Context: an optimization exercise on an open-source flow, tuned for small area. The choices shown serve that exercise and are no tape-out recipe.
Only simulation tests tie the RTL to the original design; equivalence was not proved.
Power is estimated from default activity; no workload was simulated.

job 102:
==> flow/design.v <==
module rf_aoi222 (
    input  logic a1, a2, b1, b2, c1, c2,
    output logic y
);
    assign y = ~((a1 & a2) | (b1 & b2) | (c1 & c2));
endmodule
module rf_comb (
    input  logic        a1, a2,
    input  logic [10:0] t,
    output logic        y
);
    assign y = (a1 & a2) | ~&t;
endmodule
module rf_rdbit (
    input  logic [31:0] sel,
    input  logic [31:0] d,
    output logic        y
);
    logic [10:0] t;
    for (genvar g = 0; g < 10; g++) begin : g_aoi
        rf_aoi222 u (.a1(sel[3*g]), .a2(d[3*g]), .b1(sel[3*g+1]), .b2(d[3*g+1]),
                     .c1(sel[3*g+2]), .c2(d[3*g+2]), .y(t[g]));
    end
    assign t[10] = ~(sel[30] & d[30]);
    rf_comb u_comb (.a1(sel[31]), .a2(d[31]), .t(t), .y(y));
endmodule
module reg_file_nzcv #(
    parameter int unsigned DATA_WIDTH = 64,
    parameter int unsigned ADDR_WIDTH = 5,
    parameter int unsigned NUM_REGS   = 2 ** ADDR_WIDTH,
    parameter int unsigned FLAG_WIDTH = 4,
    parameter int unsigned ZERO_REG   = 31
) (
    input  logic                  clk,
    input  logic                  reset,
    input  logic [ADDR_WIDTH-1:0] read_reg1,
    input  logic [ADDR_WIDTH-1:0] read_reg2,
    output logic [DATA_WIDTH-1:0] read_data1,
    output logic [DATA_WIDTH-1:0] read_data2,
    input  logic                  write_enable,
    input  logic [ADDR_WIDTH-1:0] write_reg,
    input  logic [DATA_WIDTH-1:0] write_data,
    input  logic                  set_flags,
    input  logic [FLAG_WIDTH-1:0] flags_in,
    output logic [FLAG_WIDTH-1:0] flags_out
);
    localparam int unsigned NPHYS = NUM_REGS - 1;
    localparam logic [ADDR_WIDTH-1:0] ZERO_IDX = ADDR_WIDTH'(ZERO_REG);
    logic [DATA_WIDTH-1:0] regs_q [NPHYS];
    logic [FLAG_WIDTH-1:0] flags_q;
    logic wr_active;
    logic bypass1, bypass2;
    logic [DATA_WIDTH-1:0] wdata_gated;
    logic [NPHYS-1:0] wr_sel;
    logic [NUM_REGS-1:0] sel1, sel2;
    always_comb begin
        wr_active   = write_enable && !reset && (write_reg != ZERO_IDX);
        bypass1     = wr_active && (write_reg == read_reg1);
        bypass2     = wr_active && (write_reg == read_reg2);
        wdata_gated = reset ? '0 : write_data;
        for (int i = 0; i < NPHYS; i++) begin
            wr_sel[i] = wr_active && write_reg == ADDR_WIDTH'(i);
        end
        for (int i = 0; i < NPHYS; i++) begin
            sel1[i] = !wr_sel[i] && read_reg1 == ADDR_WIDTH'(i);
            sel2[i] = !wr_sel[i] && read_reg2 == ADDR_WIDTH'(i);
        end
        sel1[NUM_REGS-1] = bypass1;
        sel2[NUM_REGS-1] = bypass2;
    end
    for (genvar i = 0; i < NPHYS; i++) begin : g_reg
        always_ff @(posedge clk) begin
            if (reset || wr_sel[i]) begin
                regs_q[i] <= wdata_gated;
            end
        end
    end
    always_ff @(posedge clk) begin
        if (reset) begin
            flags_q <= '0;
        end else if (set_flags) begin
            flags_q <= flags_in;
        end
    end
    for (genvar b = 0; b < DATA_WIDTH; b++) begin : g_bit
        logic [NUM_REGS-1:0] col;
        for (genvar i = 0; i < NPHYS; i++) begin : g_col
            assign col[i] = regs_q[i][b];
        end
        assign col[NUM_REGS-1] = write_data[b];
        rf_rdbit u_rd1 (.sel(sel1), .d(col), .y(read_data1[b]));
        rf_rdbit u_rd2 (.sel(sel2), .d(col), .y(read_data2[b]));
    end
    assign flags_out = flags_q;
endmodule
Settings: LEC_CHECK=0, CAP_MARGIN=0, CORE_MARGIN=2, CORE_UTILIZATION=60, CTS_BUF_LIST=sky130_fd_sc_hd__clkbuf_16, CTS_CLUSTER_DIAMETER=90, CTS_CLUSTER_SIZE=24, SETUP_SLACK_MARGIN=0.2, SLEW_MARGIN=0, SYNTH_HIERARCHICAL=1, SYNTH_MINIMUM_KEEP_SIZE=0; clock period 7.0 ns.
standard.sh (not shown) runs the stock make flow with config.mk's settings and CLKGATE_MAP_FILE= SYNTH_SCRIPT=/design/flow/synth_recipe.tcl, a recipe that flattens the netlist after the stock synthesis.
==> flow/flow/run.sh <==
#!/bin/bash
# The standard layout, except that the port buffers are the smallest buffer
# (buf_1) instead of the resizer's default pick. Everything else, including
# synthesis, is the standard.sh.
set -euo pipefail
bash standard.sh "BUFFER_PORTS_ARGS=-buffer_cell sky130_fd_sc_hd__buf_1" finish > standard_make.log 2>&1
#### Input delta (job 105 over job 102)
- changing CTS_CLUSTER_DIAMETER from 90 to 80
- changing CORE_UTILIZATION from 60 to 55
- changing CTS_CLUSTER_SIZE from 24 to 20
==> comparison <==
Job 105 ran to completion and came out clean on the timing, design-rule and antenna checks.
Relative to job 102, post-route clock period utilization has gone down in job 105.
Taking job 102 as the reference, in job 105 power dissipated in the clock network rose by 13%, cell depth of the worst flop-to-flop path comparable.

[static timing again, ports no longer ideal]
Ports are ideal in the flow. The routed layouts listed here were re-timed in OpenROAD.
Step 1 (the two cells are an assumption about what drives the block):
set clk [get_ports {clk}]
set_driving_cell -lib_cell sky130_fd_sc_hd__clkbuf_16 $clk
set_driving_cell -lib_cell sky130_fd_sc_hd__buf_2 [delete_from_list [all_inputs] $clk]
Step 2 times the ports against the registers' clock, not the clock port: input delays grow and output delays shrink by t, the midpoint of the rising clock arrivals with the driver on.
Slacks: ideal / step 1 / step 2; pairs: ideal / step 1.
run | t, ns | setup slack, ns | worst setup path at the end | clock arrival spread, ns | worst slew at a driven data input, ns
job 102 | 0.826 | 0.379 / 0.349 / 0.349 | input to output | 0.028 / 0.028 | 0.22
job 105 | 0.841 | 0.732 / 0.712 / 0.712 | input to output | 0.027 / 0.027 | 0.11
After both steps every run listed still meets setup and hold. The setup slack of job 102, which loses most, moves by -0.030 ns with the drivers and by -0.030 ns with both steps.
